This is an optimization exercise on Yosys and OpenROAD, whose aim is small area, a short achievable clock period and few clock cycles per item, not a production implementation.
Function was not checked in any run shown here: the RTL went through the layout flow alone.
Power figures rest on the tool's default switching activity, not on a simulated workload.

$ cat flow/config.mk
export PLATFORM = sky130hd
export DESIGN_NAME = battery_soc_power_mode_controller
export DESIGN_NICKNAME = battery_soc_power_mode_controller
export VERILOG_FILES = /design/flow/design.v
export SDC_FILE = /design/flow/constraint.sdc
export NUM_CORES = 4
export LEC_CHECK = 0
export CAP_MARGIN = 20
export CORE_MARGIN = 2
export CORE_UTILIZATION = 40
export PLACE_DENSITY = 0.6
export SLEW_MARGIN = 20
$ cat flow/constraint.sdc
create_clock -name core_clock -period 5.0 [get_ports {clk}]
set_input_delay 1.0000 -clock core_clock [delete_from_list [all_inputs] [get_ports {clk}]]
set_output_delay 1.0000 -clock core_clock [all_outputs]
set_load 0.01 [all_outputs]
$ cat flow/design.v
package bspmc_pkg;
  localparam int SocW    = 24;
  localparam int CountW  = 18;
  localparam int VoltW   = 13;
  localparam int SStepW  = 16;
  localparam int CStepW  = 10;
  localparam int ModeW   = 8;
  localparam int SwW     = 7;
  localparam int OpW     = 3;
  localparam int CfgIdxW = 3;
  localparam int CfgDatW = 24;
  localparam int InDatW  = 80;
  localparam int OutDatW = 64;
  localparam logic [SocW-1:0] SOC_ONE = 24'd8388608;
  localparam logic [OpW-1:0] OP_PULSE    = 3'd0;
  localparam logic [OpW-1:0] OP_TICK     = 3'd1;
  localparam logic [OpW-1:0] OP_SET_MODE = 3'd2;
  localparam logic [OpW-1:0] OP_RESTORE  = 3'd3;
  localparam logic [OpW-1:0] OP_INIT_SOC = 3'd4;
  localparam logic [OpW-1:0] OP_ACK      = 3'd5;
  localparam logic [ModeW-1:0] MODE_DETUMBLE  = 8'd0;
  localparam logic [ModeW-1:0] MODE_CRITICAL  = 8'd1;
  localparam logic [ModeW-1:0] MODE_SURVIVAL  = 8'd2;
  localparam logic [ModeW-1:0] MODE_LOW_POWER = 8'd3;
  localparam logic [ModeW-1:0] MODE_IDLE      = 8'd4;
  localparam logic [ModeW-1:0] MODE_NORMAL    = 8'd5;
  localparam logic [ModeW-1:0] MODE_NONE      = 8'd255;
  localparam logic [CfgIdxW-1:0] REG_CRIT_TH     = 3'd0;
  localparam logic [CfgIdxW-1:0] REG_SURV_TH     = 3'd1;
  localparam logic [CfgIdxW-1:0] REG_LOWPWR_TH   = 3'd2;
  localparam logic [CfgIdxW-1:0] REG_CHARGED_MV  = 3'd3;
  localparam logic [CfgIdxW-1:0] REG_SOC_STEP    = 3'd4;
  localparam logic [CfgIdxW-1:0] REG_CHARGE_STEP = 3'd5;
  localparam logic [CfgIdxW-1:0] REG_CAPACITY    = 3'd6;
  localparam logic [SocW-1:0]   RST_CRIT_TH     = 24'd2097152;
  localparam logic [SocW-1:0]   RST_SURV_TH     = 24'd2516582;
  localparam logic [SocW-1:0]   RST_LOWPWR_TH   = 24'd3355443;
  localparam logic [VoltW-1:0]  RST_CHARGED_MV  = 13'd7100;
  localparam logic [SStepW-1:0] RST_SOC_STEP    = 16'd1526;
  localparam logic [CStepW-1:0] RST_CHARGE_STEP = 10'd25;
  localparam logic [CountW-1:0] RST_CAPACITY    = 18'd129600;
  typedef struct packed {
    logic [VoltW-1:0]  voltage_mv;
    logic              charge_dir;
    logic [ModeW-1:0]  mode_value;
    logic [15:0]       mode_primary;
    logic [15:0]       mode_redundant;
    logic [SocW-1:0]   soc_init;
    logic [OpW-1:0]    opcode;
  } in_item_t;
  function automatic logic [SwW-1:0] load_pattern(input logic [ModeW-1:0] m);
    logic [SwW-1:0] p;
    unique case (m)
      MODE_DETUMBLE:  p = 7'h03;
      MODE_CRITICAL:  p = 7'h00;
      MODE_SURVIVAL:  p = 7'h05;
      MODE_LOW_POWER: p = 7'h0F;
      MODE_IDLE:      p = 7'h0D;
      MODE_NORMAL:    p = 7'h1F;
      default:        p = 7'h00;
    endcase
    load_pattern = p;
  endfunction
endpackage
module battery_soc_power_mode_controller
(
  input  logic                clk,
  input  logic                rst,
  input  logic                s_tvalid,
  output logic                s_tready,
  input  logic [bspmc_pkg::OpW-1:0]      s_tuser,
  input  logic [bspmc_pkg::InDatW-1:0]   s_tdata,
  output logic                m_tvalid,
  input  logic                m_tready,
  output logic [bspmc_pkg::OutDatW-1:0]  m_tdata,
  input  logic                cfg_valid,
  output logic                cfg_ready,
  input  logic [bspmc_pkg::CfgIdxW-1:0]  cfg_index,
  input  logic [bspmc_pkg::CfgDatW-1:0]  cfg_data
);
  localparam int SocW   = bspmc_pkg::SocW;
  localparam int CountW = bspmc_pkg::CountW;
  localparam int ModeW  = bspmc_pkg::ModeW;
  localparam int SwW    = bspmc_pkg::SwW;
  logic [SocW-1:0]              crit_th;
  logic [SocW-1:0]              surv_th;
  logic [SocW-1:0]              lowpwr_th;
  logic [bspmc_pkg::VoltW-1:0]  charged_mv;
  logic [bspmc_pkg::SStepW-1:0] soc_step;
  logic [bspmc_pkg::CStepW-1:0] charge_step;
  logic [CountW-1:0]            capacity;
  logic [ModeW-1:0]  current_mode, current_mode_next;
  logic [ModeW-1:0]  applied_mode, applied_mode_next;
  logic [SwW-1:0]    switch_pattern, switch_pattern_next;
  logic [SocW-1:0]   soc_est, soc_est_next;
  logic [CountW-1:0] charge_total, charge_total_next;
  logic              updated, updated_next;
  logic              accept;
  logic [2:0]                  op;
  logic                        dir;
  logic [bspmc_pkg::VoltW-1:0] volt;
  logic [ModeW-1:0]            mval;
  logic [15:0]                 prim, redu;
  logic [SocW-1:0]             sinit;
  assign op    = s_tuser;
  assign dir   = s_tdata[0];
  assign volt  = s_tdata[13:1];
  assign mval  = s_tdata[21:14];
  assign prim  = s_tdata[37:22];
  assign redu  = s_tdata[53:38];
  assign sinit = s_tdata[77:54];
  assign cfg_ready = 1'b1;
  assign s_tready  = !m_tvalid || m_tready;
  assign accept    = s_tvalid && s_tready;
  always_ff @(posedge clk) begin
    if (rst) begin
      crit_th     <= bspmc_pkg::RST_CRIT_TH;
      surv_th     <= bspmc_pkg::RST_SURV_TH;
      lowpwr_th   <= bspmc_pkg::RST_LOWPWR_TH;
      charged_mv  <= bspmc_pkg::RST_CHARGED_MV;
      soc_step    <= bspmc_pkg::RST_SOC_STEP;
      charge_step <= bspmc_pkg::RST_CHARGE_STEP;
      capacity    <= bspmc_pkg::RST_CAPACITY;
    end else if (cfg_valid) begin
      case (cfg_index)
        3'd0: crit_th     <= cfg_data;
        3'd1: surv_th     <= cfg_data;
        3'd2: lowpwr_th   <= cfg_data;
        3'd3: charged_mv  <= cfg_data[bspmc_pkg::VoltW-1:0];
        3'd4: soc_step    <= cfg_data[bspmc_pkg::SStepW-1:0];
        3'd5: charge_step <= cfg_data[bspmc_pkg::CStepW-1:0];
        3'd6: capacity    <= cfg_data[CountW-1:0];
        default: ;
      endcase
    end
  end
  logic [CountW:0]   count_sum;
  logic [CountW:0]   count_dif;
  logic [SocW:0]     soc_sum;
  logic [SocW:0]     soc_dif;
  logic [CountW-1:0] count_up, count_dn;
  logic [SocW-1:0]   soc_up, soc_dn;
  assign count_sum = {1'b0, charge_total} + {{(CountW+1-bspmc_pkg::CStepW){1'b0}}, charge_step};
  assign count_dif = {1'b0, charge_total} - {{(CountW+1-bspmc_pkg::CStepW){1'b0}}, charge_step};
  assign soc_sum   = {1'b0, soc_est} + {{(SocW+1-bspmc_pkg::SStepW){1'b0}}, soc_step};
  assign soc_dif   = {1'b0, soc_est} - {{(SocW+1-bspmc_pkg::SStepW){1'b0}}, soc_step};
  assign count_up = (count_sum > {1'b0, capacity}) ? capacity : count_sum[CountW-1:0];
  assign count_dn = count_dif[CountW] ? '0 : count_dif[CountW-1:0];
  assign soc_up   = (soc_sum > {1'b0, bspmc_pkg::SOC_ONE}) ? bspmc_pkg::SOC_ONE : soc_sum[SocW-1:0];
  assign soc_dn   = soc_dif[SocW] ? '0 : soc_dif[SocW-1:0];
  logic [ModeW-1:0] tick_mode;
  logic             tick_change;
  always_comb begin
    if (soc_est < crit_th)        tick_mode = bspmc_pkg::MODE_CRITICAL;
    else if (soc_est < surv_th)   tick_mode = bspmc_pkg::MODE_SURVIVAL;
    else if (soc_est < lowpwr_th) tick_mode = bspmc_pkg::MODE_LOW_POWER;
    else                          tick_mode = current_mode;
  end
  assign tick_change = (tick_mode != applied_mode);
  always_comb begin
    current_mode_next   = current_mode;
    applied_mode_next   = applied_mode;
    switch_pattern_next = switch_pattern;
    soc_est_next        = soc_est;
    charge_total_next   = charge_total;
    updated_next        = 1'b0;
    case (op)
      3'd0: begin
        if (dir) begin
          charge_total_next = count_up;
          soc_est_next      = soc_up;
        end else begin
          charge_total_next = count_dn;
          soc_est_next      = (volt > charged_mv) ? bspmc_pkg::SOC_ONE : soc_dn;
        end
      end
      3'd1: begin
        current_mode_next = tick_mode;
        if (tick_change) begin
          if (tick_mode <= bspmc_pkg::MODE_NORMAL) begin
            switch_pattern_next = bspmc_pkg::load_pattern(tick_mode);
            updated_next        = 1'b1;
          end
          applied_mode_next = tick_mode;
        end
      end
      3'd2: current_mode_next = mval;
      3'd3: current_mode_next = (prim == redu) ? prim[ModeW-1:0] : bspmc_pkg::MODE_IDLE;
      3'd4: soc_est_next = (sinit > bspmc_pkg::SOC_ONE) ? bspmc_pkg::SOC_ONE : sinit;
      3'd5: applied_mode_next = current_mode;
      default: ;
    endcase
  end
  always_ff @(posedge clk) begin
    if (rst) begin
      current_mode   <= bspmc_pkg::MODE_LOW_POWER;
      applied_mode   <= bspmc_pkg::MODE_NONE;
      switch_pattern <= '0;
      soc_est        <= '0;
      charge_total   <= bspmc_pkg::RST_CAPACITY;
      updated        <= 1'b0;
      m_tvalid       <= 1'b0;
    end else if (accept) begin
      current_mode   <= current_mode_next;
      applied_mode   <= applied_mode_next;
      switch_pattern <= switch_pattern_next;
      soc_est        <= soc_est_next;
      charge_total   <= charge_total_next;
      updated        <= updated_next;
      m_tvalid       <= 1'b1;
    end else if (m_tready) begin
      m_tvalid       <= 1'b0;
    end
  end
  assign m_tdata = {{(bspmc_pkg::OutDatW-59){1'b0}},
                    charge_total,
                    soc_est,
                    updated,
                    switch_pattern,
                    (current_mode != applied_mode),
                    current_mode};
endmodule
$ cat flow/run.sh
#!/bin/bash
# synth_recipe.tcl (not shown) runs the flow's synth.tcl, then flattens the netlist and writes it again
# the make line also repeats each setting of config.mk as NAME=value (left out here)
make -C /OpenROAD-flow-scripts/flow DESIGN_CONFIG=/design/flow/config.mk WORK_HOME=/design/flow/orfs CLKGATE_MAP_FILE= SYNTH_SCRIPT=/design/flow/synth_recipe.tcl finish
==> results.yml, run 1 <==
clocking:
  cts_root_buffer: "clkbuf_16"
  cts_buffer_depth: 2
  h-tree-depth: 4
  clk_latency_ns: 0.46
  cts_made_buffers: 17
  cts_sinks: 194
  cts_tree: "built"
  clk_pin_slew_ns: 0.08
  postCtsHoldBufs: 0
  post_cts_buffers: 0
  cts_resized: 0
cells_and_area:
  final_core_util_pct: 48.9
  layout_commonest_cell: "nand2_1"
  final_nets: 2362
  fillers: 3569
  drive_above_1_share_pct: 5.94
  stdcell_count: 2565
  area_growth_pct: 20.1
  design_area_um2: 17400
  multi_input_comb_area_um2: 9590
  final_cell_mix: "310 x nand2_1, 219 x a21oi_1, 194 x dfxtp_1"
  register_area_um2: 3880
  diodes: 0
setup_path:
  critPathKind: "reg2reg"
  rr_startpoint: "charge_total[1]"
  rrSetupSlack_ns: 0.43
  start_kind: "register"
  critPathMaxFanout: 17
  worstPathRequired_ns: 5.35
  crit_chain: "inv_1, fa_1, o21ba_2, o21ai_1, a21oi_1, o21bai_1, a31o_2, a21oi_1, nand3b_1, xnor2_1, ha_1, nand4_1, nor4_1, a21oi_1, o2bb2ai_4, buf_4, mux2_2, a21oi_1, nor2_1"
  crit_slowest_cell: "fa_1"
  startpoint: "charge_total[1]"
  r2r_cells: 19
  cpPeakStageDelay_ns: 0.46
  r2r_end: "charge_total[2]"
  crit_buf_inv: 2
  worstSetupEndpointType: "register"
  cpMostUsedCell: "a21oi_1"
  worst-endpoint-arrival_ns: 4.92
  cp_top_family: "compound AO/OA/AOI/OAI gates"
timing:
  period_share_pct: 91.4
  rsz0062_at_grt: "false"
  whs_ns: 0.456
  finalSetupViolCount: 0
  fin_setup_tns_ns: 0
  worst_pin_slew_ns: 1.06
  clock_skew_ns: 0.0168
  drv_slew: 0
  hold_viol_final: 0
  min_period_ns: 4.57
  relSlewSlack_pct: 29.1
  max_freq_mhz: 219
floorplan:
  core-area_um2: 35700
  ios: 182
  die_x_um: 195
  fp.dieArea_um2: 37900
  die_h_um: 195
  initial_utilization_pct: 40.8
  placementRows: 69
yosys:
  yosysWarnings: 1
  ys_ff_latch: 194
  syn_area_per_cell_um2: 7.46
  netlist_instances: 1949
  synth_area_um2: 14500
  yosysSeqAreaShare_pct: 26.7
  synth_edf_count: 0
  async_flop_share_pct: 0
  synth_ff_type: "dfxtp_1"
  ys_types: 82
job:
  cap_violations: 0
route:
  drc: 0
  drt_iter0_drc: 1200
  wl_mm: 49.4
  ant_nets: 0
  first_pass_iters: 8
  via_per_inst: 5.68
  vias: 14560
  wl_per_cell_um: 19.2
placed_design:
  hpwl_mm: 37.6
  io_buffers: 171
  placed_area_um2: 16800
  gp_congestion: 0.978
  place_inst: 2533
global_routing:
  grt_pass1_vias: 13790
  grt_use_total_pct: 25.7
  grt_max_degree: 65
  overflow: 0
  antenna_found_initial: 0
  grt_pass1_wl_mm: 77.1
pwr:
  peakVddDrop_mv: 0.249
  power.leakage_nw: 7.06
  cellPowerDensity_nw_per_um2: 223
  comb_power_share_pct: 20.2
  seq_power_share_pct: 41.7
  swShare_pct: 30.8
  clkPwrFrac_pct: 38.0
  power.internal_w: 0.00270
  p_switching_w: 0.00120
hold_path:
  hold_class: "reg2reg"
  whs_path_depth: 2
  min_to: "lowpwr_th[2]"
  min_from: "lowpwr_th[2]"
status:
  run_status: "finished clean"
logic make-up (layout without fill, tap and decap cells):
group	count (synthesis)	count (layout)	synth area share, %
compound gates	591	591	26.3
flops	194	194	26.7
buf+inv	290	439	7.82
fa+ha+maj	156	156	13.6
other cells	2	8	0.0517
mux	22	22	1.64
xor+xnor	69	69	4.16
simple gates	625	625	19.6
worst min-delay path: cells and delay by family, from the launching register on:
| family | cells | cell delay, ns |
|---|---|---|
| compound gates | 1 | 0.05 |
| simple gates | 1 | 0.05 |
| flops | 1 | 0.31 |
per-stage QoR:
| step | total power (W) | setup slack (ns) |
|---|---|---|
| after floorplan | 0.00212 | 0.806 |
| after global placement | 0.00242 | 0.435 |
| after detailed placement | 0.00243 | 0.420 |
| after CTS | 0.00391 | 0.321 |
| after global routing | 0.00407 | 0.0292 |
| final | 0.00390 | 0.430 |
metal layers:
layer,part of all wire [%],GRT usage [%],up-vias,wire length (um)
li1,-,-,7162,-
met1,46,35.1,6860,22900
met4,2.7,8.12,0,1340
met5,0,0,-,0
met3,5.9,3.96,78,2910
met2,45,41.6,460,22200
flip-flops by register name (all words and copies together) (netlist names):
register	cells
crit_th	24
lowpwr_th	24
soc_est	24
surv_th	24
capacity	18
charge_total	18
soc_step	16
charged_mv	13
charge_step	10
applied_mode	8
current_mode	8
switch_pattern	5
m_tvalid	1
updated	1
cells in the mapped netlist, types with 35 or more instances:
cell type  count  area [um^2]
nand3_1       35          175
a21oi_1      219         1100
nor2_1       105          394
dfxtp_1      194         3880
inv_1        183          687
nor3_1        36          180
ha_1         152         1900
xnor2_1       36          315
nand2_1      310         1160
o21ai_0      102          510
o211ai_1      66          495
clkbuf_1      85          319
area by class of cell:
type                    instances  share of cell area, %
clock buffers                  19                   2.54
clock inverters                13                  0.961
inverters                     184                   3.96
multi-input cells            1471                   54.9
flip-flops and latches        194                   22.3
well taps                     461                   3.31
repair buffers                223                   12.0
worst max-delay path by stage:
stage | endpoint | depth (start not counted) | slack (ns)
2_1_floorplan | charge_total[5] | 18 | 0.81
3_3_place_gp | charge_total[2] | 19 | 0.43
3_5_place_dp | charge_total[3] | 19 | 0.42
4_1_cts | charge_total[3] | 19 | 0.32
5_1_grt | charge_total[7] | 19 | 0.03
6_report | charge_total[2] | 19 | 0.43
power by group through the flow:
stage	clock (W)	sequential, W	combinational (W)
6_report	0.00148	0.00163	0.000788
5_1_grt	0.00157	0.00163	0.000864
4_1_cts	0.00151	0.00163	0.000778
3_5_place_dp	0	0.00166	0.000772
3_3_place_gp	0	0.00166	0.000763
2_1_floorplan	0	0.00166	0.000460
==> run 2, diff against run 1 <==
--- a/flow/config.mk
+++ b/flow/config.mk
@@ -9,4 +9,6 @@
 export CORE_MARGIN = 2
 export CORE_UTILIZATION = 40
 export PLACE_DENSITY = 0.6
+export SETUP_SLACK_MARGIN = 2.5
 export SLEW_MARGIN = 20
+export TNS_END_PERCENT = 100
==> results.yml, run 2 <==
global_routing:
  overflow: 0
  grt_max_degree: 60
  antenna_found_initial: 1
  grt_use_total_pct: 28.1
  grt_pass1_wl_mm: 83.6
  grt_pass1_vias: 14725
timing:
  min_period_ns: 4.15
  clock_skew_ns: 0.0129
  rsz0062_at_grt: "true"
  finalSetupViolCount: 0
  drv_slew: 0
  period_share_pct: 82.9
  hold_viol_final: 0
  max_freq_mhz: 241
  worst_pin_slew_ns: 0.959
  relSlewSlack_pct: 35.6
  fin_setup_tns_ns: 0
clocking:
  cts_made_buffers: 17
  cts_buffer_depth: 2
  postCtsHoldBufs: 0
  cts_tree: "built"
  clk_pin_slew_ns: 0.08
  cts_root_buffer: "clkbuf_16"
  clk_latency_ns: 0.46
  cts_sinks: 194
  h-tree-depth: 4
placed_design:
  io_buffers: 171
  gp_congestion: 0.925
  hpwl_mm: 37.7
  place_inst: 2510
  placed_area_um2: 17000
floorplan:
  core-area_um2: 35700
  fp.dieArea_um2: 37900
  initial_utilization_pct: 40.8
  placementRows: 69
  die_x_um: 195
  ios: 182
  die_h_um: 195
setup_path:
  worst-endpoint-arrival_ns: 4.50
  cpPeakStageDelay_ns: 0.37
  cp_top_family: "compound AO/OA/AOI/OAI gates"
  critPathKind: "reg2reg"
  crit_buf_inv: 2
  crit_chain: "ha_4, inv_2, fa_2, o21ba_4, o21ai_4, a21oi_2, o21bai_1, a31o_2, a21oi_4, nor2_2, xor2_1, ha_1, a21o_1, a21o_1, nor2_1, o211ai_1, o2bb2ai_4, buf_12, mux2_2, a21oi_2, nor2_1"
  start_kind: "register"
  crit_slowest_cell: "dfxtp_4"
  critPathMaxFanout: 9
  worstPathRequired_ns: 5.36
  worstSetupEndpointType: "register"
yosys:
  netlist_instances: 1949
  synth_area_leaders: "dfxtp_1 27%, ha_1 13%, nand2_1 8.0%"
  yosys-top-cells-count: "310 x nand2_1, 219 x a21oi_1, 194 x dfxtp_1, 183 x inv_1, 152 x ha_1"
  synth_edf_count: 0
  synth_ff_type: "dfxtp_1"
  synth_top_area_share_pct: 26.7
  ys_ff_latch: 194
  synth_area_um2: 14500
  async_flop_share_pct: 0
  syn_area_per_cell_um2: 7.46
  yosysWarnings: 1
  synth_area_leader_cell: "dfxtp_1"
  ys_types: 82
  synth_most_common_cell: "nand2_1"
  yosysSeqAreaShare_pct: 26.7
pwr:
  peakVddDrop_mv: 0.245
  cellPowerDensity_nw_per_um2: 205
  total_power_w: 0.00408
  power.leakage_nw: 8.05
cells_and_area:
  final_core_util_pct: 55.8
  diodes: 0
  fillers: 3338
  layout_commonest_cell: "nand2_1"
  register_area_um2: 4020
  design_area_um2: 19900
  final_nets: 2474
  area_growth_pct: 36.8
  stdcell_count: 2677
  multi_input_comb_area_um2: 10800
  final_cell_mix: "304 x nand2_1, 183 x a21oi_1, 172 x inv_1"
  drive_above_1_share_pct: 21.1
status:
  run_status: "finished clean"
job:
  cap_violations: 0
route:
  drc: 0
  wl_mm: 54.6
  via_per_inst: 5.81
  first_pass_iters: 6
  vias: 15545
  drt_iter0_drc: 1136
  ant_nets: 0
  wl_per_cell_um: 20.4
hold_path:
  hold_class: "reg2reg"
run 2: cell counts after synthesis:
No cell type changed its count.
run 2: area by class of cell:
class                   instances  share of cell area (%)
clock inverters                15                   0.831
flip-flops and latches        194                    20.2
well taps                     461                    2.90
inverters                     184                    3.56
repair buffers                333                    15.8
multi-input cells            1473                    54.5
clock buffers                  17                    2.14
run 2: final timing paths:
path                       start  cells after the start  slack [ns]              end
setup / recovery  charge_step[0]                     21        0.85  charge_total[3]
setup reg to reg  charge_step[0]                     21        0.85  charge_total[3]
hold / removal       surv_th[23]                      2        0.46      surv_th[23]
hold reg to reg      surv_th[23]                      2        0.46      surv_th[23]
run 2: metal layers:
metal / global-route usage, % / routed length [um] / vias to the layer above / share of wire [%]
li1: - / - / 7384 / -
met1: 37.7 / 24300 / 7448 / 45
met2: 46.4 / 25500 / 609 / 47
met3: 4.39 / 3410 / 102 / 6.2
met4: 8.66 / 1350 / 2 / 2.5
met5: 0 / 11 / - / 0.020
run 2: through the flow:
| step | hold WS (ns) | setup slack (ns) |
|---|---|---|
| floorplan | 0.432 | 1.31 |
| global placement | 0.438 | 0.634 |
| detailed placement | 0.446 | 0.563 |
| CTS | 0.458 | 1.03 |
| global route | 0.476 | 0.630 |
| finish | 0.457 | 0.854 |
run 2: where the power goes:
part	switching [W]	internal, W
combinational	0.000554	0.000469
sequential	0.0000402	0.00158
clock	0.000725	0.000711
run 2: cell families after synthesis:
logic type	count (synthesis)	share of synthesized area, %
simple gates	625	19.6
compound gates	591	26.3
buf+inv	290	7.82
flops	194	26.7
fa+ha+maj	156	13.6
xor+xnor	69	4.16
mux	22	1.64
other cells	2	0.0517
run 2: worst register-to-register path: cells and delay by family (launching register included):
| kind | cells | cell delay, ns |
|---|---|---|
| buffers and inverters | 2 | 0.19 |
| flip-flops | 1 | 0.37 |
| AO/OA/AOI/OAI | 11 | 1.86 |
| XOR/XNOR | 1 | 0.23 |
| multiplexers | 1 | 0.28 |
| AND/OR/NAND/NOR | 3 | 0.32 |
| adder cells (fa/ha/maj) | 3 | 0.77 |
run 2: what timing repair did:
item,CTS,global route
gates resized for setup,259,87
pin swaps,82,67
endpoints found under the setup margin,149,100
cloned,2,0
buffers inserted,95,38
==> run 3, diff against run 2 <==
--- a/flow/config.mk
+++ b/flow/config.mk
@@ -9,6 +9,6 @@
 export CORE_MARGIN = 2
 export CORE_UTILIZATION = 40
 export PLACE_DENSITY = 0.6
-export SETUP_SLACK_MARGIN = 2.5
+export SETUP_SLACK_MARGIN = 2.0
 export SLEW_MARGIN = 20
 export TNS_END_PERCENT = 100
==> results.yml, run 3 <==
status:
  run_status: "finished clean"
yosys:
  synth_xor_area_share_pct: 4.16
  ys_ff_latch: 194
  synth_ff_type: "dfxtp_1"
  synth_area_leader_cell: "dfxtp_1"
  ys_types: 82
  yosys-top-cells-count: "310 x nand2_1, 219 x a21oi_1, 194 x dfxtp_1, 183 x inv_1, 152 x ha_1"
  synth_most_common_cell: "nand2_1"
  synthSimpleGateAreaFrac_pct: 19.6
  synthAdderAreaFrac_pct: 13.6
  synth_edf_count: 0
  synth-compound-area-share_pct: 26.3
  synthMuxAreaShare_pct: 1.64
  yosysSeqAreaShare_pct: 26.7
  syn_area_per_cell_um2: 7.46
  async_flop_share_pct: 0
  yosysWarnings: 1
  synth_area_leaders: "dfxtp_1 27%, ha_1 13%, nand2_1 8.0%"
  synth_area_um2: 14500
  synth_top_area_share_pct: 26.7
  synth_top_family_by_area: "compound AO/OA/AOI/OAI gates"
  netlist_instances: 1949
clocking:
  clk_pin_slew_ns: 0.08
  cts_root_buffer: "clkbuf_16"
  cts_tree: "built"
  clk_latency_ns: 0.45
  cts_buffer_depth: 2
  postCtsHoldBufs: 0
  cts_sinks: 194
  cts_made_buffers: 17
  h-tree-depth: 4
global_routing:
  grtUsageMet1_pct: 35.7
  use_met2_pct: 43.9
  busiest_layer: "met2"
  grt_max_degree: 66
  grt_use_total_pct: 26.7
  grt_pass1_wl_mm: 80.0
  antenna_found_initial: 0
  grt_pass1_vias: 14441
  met3_usage_pct: 4.04
  overflow: 0
placed_design:
  gp_congestion: 0.904
  placed_area_um2: 16900
  place_inst: 2515
  io_buffers: 171
  hpwl_mm: 36.9
cells_and_area:
  final_nets: 2462
  drive_above_1_share_pct: 20.1
  stdcell_count: 2665
  register_area_um2: 3970
  fillers: 3333
  layout_commonest_cell: "nand2_1"
  area_growth_pct: 35.7
  multi_input_comb_area_um2: 10800
  design_area_um2: 19700
  diodes: 0
  final_cell_mix: "307 x nand2_1, 177 x a21oi_1, 170 x inv_1"
timing:
  relSlewSlack_pct: 31.7
  worst_pin_slew_ns: 1.02
  max_freq_mhz: 245
  rsz0062_at_grt: "true"
  finalSetupViolCount: 0
  hold_viol_final: 0
  clock_skew_ns: 0.0107
  fin_setup_tns_ns: 0
  drv_slew: 0
  whs_ns: 0.455
  period_share_pct: 81.5
  min_period_ns: 4.08
job:
  cap_violations: 0
hold_path:
  hold_class: "reg2reg"
floorplan:
  die_h_um: 195
  fp.dieArea_um2: 37900
  ios: 182
  placementRows: 69
  initial_utilization_pct: 40.8
  die_x_um: 195
  core-area_um2: 35700
setup_path:
  critPathKind: "reg2reg"
  worstPathRequired_ns: 5.37
  critPathMaxFanout: 6
  worst-endpoint-arrival_ns: 4.45
  rrSetupSlack_ns: 0.92
  worstSetupEndpointType: "register"
  start_kind: "register"
pwr:
  cellPowerDensity_nw_per_um2: 209
  peakVddDrop_mv: 0.237
  power.leakage_nw: 7.84
  total_power_w: 0.00412
route:
  vias: 15287
  drt_iter0_drc: 1236
  first_pass_iters: 6
  wl_mm: 52.3
  via_per_inst: 5.74
  ant_nets: 0
  wl_per_cell_um: 19.6
  drc: 0
run 3: cell counts after synthesis:
No cell type changed its count.
run 3: path summary, 6_finish.rpt:
check                                     from               end  depth (start not counted)
worst max-delay path            charge_step[0]  charge_total[17]                         20
worst min-delay path                crit_th[3]        crit_th[3]                          2
worst max register to register  charge_step[0]  charge_total[17]                         20
worst min register to register      crit_th[3]        crit_th[3]                          2
run 3: power breakdown:
part	internal (W)	leakage [nW]	switching, W	total, W
combinational	0.000490	5.95	0.000556	0.00105
sequential	0.00158	1.59	0.0000428	0.00163
clock	0.000737	0.294	0.000710	0.00145
run 3: cells by family after synthesis:
logic type | count (synthesis)
AOI/OAI and AO/OA | 591
muxes | 22
other | 2
adders and majority gates | 156
buffers and inverters | 290
xor gates and xnor gates | 69
DFF | 194
and+or+nand+nor | 625
run 3: per-stage QoR:
step / setup slack [ns] / util (%)
after floorplan: 1.31 / -
after global placement: 0.751 / 47.4
after detailed placement: 0.681 / 47.4
after CTS: 1.00 / 53.2
after global routing: 0.679 / 55.3
final: 0.924 / 55.3
run 3: worst max-delay path: stages (launching register included):
cell and delay, ns:
dfxtp_2 0.36, ha_4 0.14, inv_2 0.03, fa_2 0.35, o21ba_4 0.24, o21ai_4 0.14, a21oi_2 0.08, o21bai_1 0.21
a31o_2 0.23, a21oi_4 0.10, nand3b_1 0.22, xnor2_2 0.18, ha_1 0.30, nand4_1 0.11, o211ai_1 0.31, o2bb2ai_4 0.22
buf_6 0.16, buf_8 0.13, nor2_1 0.04, a211o_1 0.28, a31oi_1 0.15
run 3: final cells by class:
type                       count  area share [%]
clock inverter                13           0.704
tap                          461            2.93
sequential                   194            20.1
timing repair buffer         322            15.4
multi-input combinational   1472            54.9
clock buffer                  19            2.30
inverter                     184            3.58
run 3: routing by layer:
layer / up-vias / part of all wire (%)
li1: 7373 / -
met5: - / 0
met4: 0 / 2.7
met1: 7320 / 46
met2: 508 / 46
met3: 86 / 5.2
run 3: repair_timing:
action,4_1_cts,5_1_grt
endpoints found under the setup margin,66,65
resized for setup,200,109
cloned,4,0
pin swaps,103,81
setup buffers,81,33
==> run 4, diff against run 3 <==
--- a/flow/design.v
+++ b/flow/design.v
@@ -144,9 +144,16 @@
   assign count_dif = {1'b0, charge_total} - {{(CountW+1-bspmc_pkg::CStepW){1'b0}}, charge_step};
   assign soc_sum   = {1'b0, soc_est} + {{(SocW+1-bspmc_pkg::SStepW){1'b0}}, soc_step};
   assign soc_dif   = {1'b0, soc_est} - {{(SocW+1-bspmc_pkg::SStepW){1'b0}}, soc_step};
-  assign count_up = (count_sum > {1'b0, capacity}) ? capacity : count_sum[CountW-1:0];
+  logic [CountW+1:0] count_ovf;
+  assign count_ovf = {2'b0, charge_total}
+                   + {{(CountW+2-bspmc_pkg::CStepW){1'b0}}, charge_step}
+                   + {2'b0, ~capacity} + {1'b0, 1'b1, {CountW{1'b0}}};
+  assign count_up = count_ovf[CountW+1] ? capacity : count_sum[CountW-1:0];
   assign count_dn = count_dif[CountW] ? '0 : count_dif[CountW-1:0];
-  assign soc_up   = (soc_sum > {1'b0, bspmc_pkg::SOC_ONE}) ? bspmc_pkg::SOC_ONE : soc_sum[SocW-1:0];
+  logic [SocW+1:0] soc_ovf;
+  assign soc_ovf = {2'b0, soc_est} + {{(SocW+2-bspmc_pkg::SStepW){1'b0}}, soc_step}
+                 + 26'h17FFFFF;
+  assign soc_up   = soc_ovf[SocW+1] ? bspmc_pkg::SOC_ONE : soc_sum[SocW-1:0];
   assign soc_dn   = soc_dif[SocW] ? '0 : soc_dif[SocW-1:0];
   logic [ModeW-1:0] tick_mode;
   logic             tick_change;
--- a/flow/config.mk
+++ b/flow/config.mk
@@ -9,6 +9,6 @@
 export CORE_MARGIN = 2
 export CORE_UTILIZATION = 40
 export PLACE_DENSITY = 0.6
-export SETUP_SLACK_MARGIN = 2.0
+export SETUP_SLACK_MARGIN = 0
 export SLEW_MARGIN = 20
 export TNS_END_PERCENT = 100
==> results.yml, run 4 <==
status:
  run_status: "finished clean"
pwr:
  power.internal_w: 0.00267
  seq_power_share_pct: 41.0
  clkPwrFrac_pct: 35.8
  swShare_pct: 33.3
  peakVddDrop_mv: 0.243
  comb_power_share_pct: 23.3
  cellPowerDensity_nw_per_um2: 222
  power.leakage_nw: 7.71
  p_switching_w: 0.00133
yosys:
  synth_edf_count: 0
  syn_area_per_cell_um2: 7.59
  async_flop_share_pct: 0
  synth_area_um2: 15200
  yosys-top-cells-count: "285 x nand2_1, 238 x inv_1, 217 x a21oi_1, 209 x ha_1, 194 x dfxtp_1"
  ys_types: 83
  synth-compound-area-share_pct: 24.3
  synth_most_common_cell: "nand2_1"
  synthMuxAreaShare_pct: 0.421
  synthAdderAreaFrac_pct: 19.1
  synth_area_leader_cell: "dfxtp_1"
  yosysSeqAreaShare_pct: 25.6
  synthSimpleGateAreaFrac_pct: 18.7
  yosysWarnings: 1
  synth_xor_area_share_pct: 3.29
  netlist_instances: 1998
  synth_area_leaders: "dfxtp_1 26%, ha_1 17%, a21oi_1 7.2%"
  synth_top_family_by_area: "compound AO/OA/AOI/OAI gates"
  ys_ff_latch: 194
  synth_top_area_share_pct: 25.6
  synth_ff_type: "dfxtp_1"
clocking:
  postCtsHoldBufs: 0
  cts_tree: "built"
  cts_buffer_depth: 2
  h-tree-depth: 4
  clk_latency_ns: 0.47
  cts_made_buffers: 17
  cts_resized: 0
  cts_sinks: 194
  clk_pin_slew_ns: 0.08
  cts_root_buffer: "clkbuf_16"
  post_cts_buffers: 0
setup_path:
  worstSetupEndpointType: "register"
  worstPathRequired_ns: 5.32
  worst-endpoint-arrival_ns: 4.43
  critPathKind: "reg2reg"
  start_kind: "register"
  crit_chain: "inv_1, ha_1, inv_1, fa_1, a21o_1, a21oi_1, o21bai_1, a21oi_1, o21bai_1, a211oi_1, a21oi_1, o21ai_0, a21oi_1, a31oi_1, a21oi_1"
  cpPeakStageDelay_ns: 0.72
  crit_buf_inv: 2
  critPathMaxFanout: 11
  cpMostUsedCell: "a21oi_1"
  cp_top_family: "compound AO/OA/AOI/OAI gates"
  crit_slowest_cell: "a211oi_1"
job:
  cap_violations: 0
timing:
  whs_ns: 0.457
  period_share_pct: 82.3
  finalSetupViolCount: 0
  min_period_ns: 4.11
  hold_viol_final: 0
  fin_setup_tns_ns: 0
  rsz0062_at_grt: "false"
  max_freq_mhz: 243
  worst_pin_slew_ns: 1.19
  clock_skew_ns: 0.0205
  relSlewSlack_pct: 20.9
  drv_slew: 0
floorplan:
  fp.dieArea_um2: 39500
  placementRows: 71
  initial_utilization_pct: 40.5
  die_h_um: 199
  core-area_um2: 37500
  ios: 182
  die_x_um: 199
global_routing:
  antenna_found_initial: 0
  grt_pass1_wl_mm: 73.4
  grt_pass1_vias: 13645
  grt_max_degree: 120
  grt_use_total_pct: 23.7
  overflow: 0
route:
  wl_per_cell_um: 17.7
  via_per_inst: 5.44
  first_pass_iters: 6
  wl_mm: 47.0
  drc: 0
  drt_iter0_drc: 1221
  ant_nets: 0
  vias: 14485
cells_and_area:
  drive_above_1_share_pct: 4.60
  diodes: 0
  stdcell_count: 2661
  final_nets: 2475
  area_growth_pct: 19.1
  final_cell_mix: "285 x nand2_1, 238 x inv_1, 217 x a21oi_1"
  layout_commonest_cell: "nand2_1"
  design_area_um2: 18100
placed_design:
  place_inst: 2628
  placed_area_um2: 17500
  hpwl_mm: 35.8
  io_buffers: 171
  gp_congestion: 0.945
hold_path:
  hold_class: "reg2reg"
## run 4: power groups by stage
stage | Sequential [W] | Combinational (W) | Clock (W)
2_1_floorplan | 0.00167 | 0.000573 | 0
3_3_place_gp | 0.00167 | 0.000904 | 0
3_5_place_dp | 0.00168 | 0.000918 | 0
4_1_cts | 0.00164 | 0.000924 | 0.00147
5_1_grt | 0.00165 | 0.00103 | 0.00152
6_report | 0.00164 | 0.000931 | 0.00143
## run 4: path summary, 6_finish.rpt
check | cells past startpoint | to | slack, ns | start
setup / recovery | 15 | charge_total[17] | 0.89 | charge_total[0]
hold / removal | 2 | crit_th[23] | 0.46 | crit_th[23]
setup reg to reg | 15 | charge_total[17] | 0.89 | charge_total[0]
hold reg to reg | 2 | crit_th[23] | 0.46 | crit_th[23]
## run 4: per-layer routing
metal	GRT usage (%)	routed length [um]	vias to the layer above	share of wire, %
met1	32.6	21900	6813	47
met4	6.30	801	0	1.7
met3	3.97	2740	46	5.8
li1	-	-	7194	-
met5	0	0	-	0
met2	38.4	21500	432	46
## run 4: through the flow
stage	setup WS [ns]	total power [W]	util [%]
2_1_floorplan	1.38	0.00224	-
3_3_place_gp	0.868	0.00258	46.5
3_5_place_dp	0.926	0.00259	46.6
4_1_cts	0.892	0.00403	48.2
5_1_grt	0.616	0.00420	48.2
6_report	0.886	0.00400	48.2
## run 4: area by class of cell
type / count / area, um^2
multi-input combinational: 1478 / 10100
clock inverter: 15 / 183
fill: 3729 / 19400
timing repair buffer: 207 / 1990
clock buffer: 17 / 425
sequential: 194 / 3880
tap: 511 / 639
inverter: 239 / 897
## run 4: worst reg2reg max path, stage by stage, from the launching register on
cell      delay (ns)
dfxtp_1         0.36
inv_1           0.09
ha_1            0.21
inv_1           0.07
fa_1            0.42
a21o_1          0.20
a21oi_1         0.22
o21bai_1        0.12
a21oi_1         0.26
o21bai_1        0.15
a211oi_1        0.72
a21oi_1         0.58
o21ai_0         0.22
a21oi_1         0.09
a31oi_1         0.17
a21oi_1         0.08
## run 4: logic make-up (layout without fill, tap and decap cells)
kind of cell               after synthesis  after routing
AOI/OAI and AO/OA                      560            560
DFF                                    194            194
xor gates and xnor gates                57             57
adders and majority gates              223            223
other                                    2              8
and+or+nand+nor                        624            624
buffers and inverters                  332            478
muxes                                    6              6
==> run 5, diff against run 4 <==
--- a/flow/config.mk
+++ b/flow/config.mk
@@ -9,6 +9,6 @@
 export CORE_MARGIN = 2
 export CORE_UTILIZATION = 40
 export PLACE_DENSITY = 0.6
-export SETUP_SLACK_MARGIN = 0
+export SETUP_SLACK_MARGIN = 2.0
 export SLEW_MARGIN = 20
 export TNS_END_PERCENT = 100
==> results.yml, run 5 <==
placed_design:
  io_buffers: 171
  gp_congestion: 0.889
  dp_slack_ns: 0.710
  hpwl_mm: 36.0
setup_path:
  critPathMaxFanout: 8
  worst-endpoint-arrival_ns: 3.78
  startpoint: "soc_est[14]"
  worstSetupEndpointType: "register"
  r2r_end: "applied_mode[5]"
  start_kind: "register"
  worstPathRequired_ns: 5.35
  critPathKind: "reg2reg"
  r2r_cells: 12
  crit_end: "applied_mode[5]"
  rrSetupSlack_ns: 1.57
  rr_startpoint: "soc_est[14]"
timing:
  fin_ws_ns: 1.57
  drv_slew: 0
  period_share_pct: 68.7
  max_freq_mhz: 291
  finalSetupViolCount: 0
  worst_pin_slew_ns: 0.979
  relSlewSlack_pct: 34.5
  min_period_ns: 3.43
  fin_setup_tns_ns: 0
  rsz0062_at_grt: "true"
  hold_viol_final: 0
  whs_ns: 0.457
  clock_skew_ns: 0.0185
clocking:
  cts_made_buffers: 17
  clk_latency_ns: 0.47
  cts_tree: "built"
  cts_sinks: 194
  clk_pin_slew_ns: 0.08
  h-tree-depth: 4
  cts_root_buffer: "clkbuf_16"
  cts_buffer_depth: 2
yosys:
  synth_area_leaders: "dfxtp_1 26%, ha_1 17%, a21oi_1 7.2%"
  ys_types: 83
  synth_area_um2: 15200
  netlist_instances: 1998
  synth_edf_count: 0
  yosysSeqAreaShare_pct: 25.6
  yosys-top-cells-count: "285 x nand2_1, 238 x inv_1, 217 x a21oi_1, 209 x ha_1, 194 x dfxtp_1"
  synthSimpleGateAreaFrac_pct: 18.7
  synthMuxAreaShare_pct: 0.421
  synth_most_common_cell: "nand2_1"
  yosysWarnings: 1
  synth_top_family_by_area: "compound AO/OA/AOI/OAI gates"
  synth_ff_type: "dfxtp_1"
  synth_xor_area_share_pct: 3.29
  synth-compound-area-share_pct: 24.3
  syn_area_per_cell_um2: 7.59
  async_flop_share_pct: 0
  ys_ff_latch: 194
  synthAdderAreaFrac_pct: 19.1
  synth_top_area_share_pct: 25.6
  synth_area_leader_cell: "dfxtp_1"
route:
  via_per_inst: 5.54
  first_pass_iters: 5
  wl_mm: 51.9
  wl_per_cell_um: 18.7
  ant_nets: 0
  vias: 15319
  drt_iter0_drc: 1187
  drc: 0
floorplan:
  initial_utilization_pct: 40.5
  core-area_um2: 37500
  die_x_um: 199
  placementRows: 71
  ios: 182
  fp.dieArea_um2: 39500
  die_h_um: 199
job:
  cap_violations: 0
global_routing:
  grt_pass1_wl_mm: 79.4
  overflow: 0
  antenna_found_initial: 0
  grt_max_degree: 112
  grt_pass1_vias: 14510
  grt_use_total_pct: 25.8
cells_and_area:
  diodes: 0
  multi_input_comb_area_um2: 11300
  final_cell_mix: "276 x nand2_1, 220 x inv_1, 185 x a21oi_1"
  fillers: 3542
  drive_above_1_share_pct: 18.5
  final_nets: 2581
  layout_commonest_cell: "nand2_1"
  area_growth_pct: 34.6
  final_core_util_pct: 54.5
  register_area_um2: 3980
status:
  run_status: "finished clean"
pwr:
  cellPowerDensity_nw_per_um2: 220
  peakVddDrop_mv: 0.261
  total_power_w: 0.00450
  power.leakage_nw: 8.50
hold_path:
  min_from: "lowpwr_th[6]"
  hold_class: "reg2reg"
[run 5: cell counts after synthesis]
No cell type changed its count.
[run 5: worst max-delay path, cell delays in order, from the launching register on]
cell and delay [ns]:
dfxtp_4 0.44, ha_4 0.23, a21o_1 0.17, a221o_1 0.38, a221oi_2 0.27, o21ai_2 0.17
or2_4 0.29, o21ai_4 0.20, nor3_2 0.05, o21a_1 0.20, o211ai_1 0.41, o21ai_4 0.16
a221o_1 0.35
[run 5: cells by family after synthesis]
logic type,Yosys count
compound gates,560
xor+xnor,57
fa+ha+maj,223
buf+inv,332
flops,194
mux,6
other cells,2
simple gates,624
[run 5: routing by layer]
layer,part of all wire [%],track usage [%],vias to the layer above
met2,48,43.3,448
met4,1.8,6.50,0
met5,0,0,-
li1,-,-,7441
met1,45,34.1,7357
met3,5.5,4.59,73
[run 5: metrics by stage]
| step | instance area, um^2 | instances |
|---|---|---|
| global route | 20400 | 2767 |
| detailed placement | 17600 | 2615 |
| floorplan | 15500 | 2004 |
| global placement | 17600 | 2615 |
| CTS | 19700 | 2735 |
| finish | 20400 | 2767 |
[run 5: timing repair]
action,CTS,global route
gates cloned,8,1
pin swaps,123,98
endpoints found under the setup margin,65,65
hold buffers,0,0
gates resized for setup,201,111
setup buffers,80,30
[run 5: cell type report]
class,count,area share (%)
clock inverter,15,0.802
tap,511,3.13
sequential,194,19.5
multi-input combinational,1483,55.1
inverter,239,4.44
timing repair buffer,308,15.0
clock buffer,17,2.08
[run 5: worst min-delay path by stage]
stage,end,slack [ns],cells past startpoint
6_report,lowpwr_th[6],0.46,2
5_1_grt,crit_th[23],0.47,2
4_1_cts,crit_th[3],0.46,2
3_5_place_dp,crit_th[3],0.45,2
3_3_place_gp,crit_th[0],0.44,2
2_1_floorplan,crit_th[0],0.43,2
[run 5: power by group]
group / internal, W / switching [W] / total [W] / leakage (nW)
logic: 0.000709 / 0.000733 / 0.00144 / 6.63
clock network: 0.000671 / 0.000746 / 0.00142 / 0.274
registers: 0.00158 / 0.0000552 / 0.00164 / 1.60
total: 0.00296 / 0.00153 / 0.00450 / 8.50

## afterwards: timing with drivers on the ports
No port has a modelled driver above. Below, the same layouts with a new extraction and two added sets of constraints. Step 1 assumes that a clkbuf_16 drives the clock port and a buf_2 every other input. Step 2, shift: input delay + t, output delay - t, t = (earliest + latest rising clock arrival at the registers) / 2. This alone moves slack from input paths to output paths. Three values: no drivers, after step 1, after step 2; two values: the first two.
run | t, ns | setup WS [ns] | pins driven straight from the clock port
run 1 | 0.508 | 0.430 / 0.430 / 0.430 | 1
run 2 | 0.512 | 0.854 / 0.854 / 0.854 | 1
run 3 | 0.496 | 0.924 / 0.924 / 0.924 | 1
run 4 | 0.518 | 0.886 / 0.886 / 0.886 | 1
run 5 | 0.508 | 1.567 / 1.567 / 1.347 | 1
After both steps every run listed still meets setup and hold. The setup slack of run 5, which loses most, moves by 0.000 ns with the drivers and by -0.220 ns with both steps.
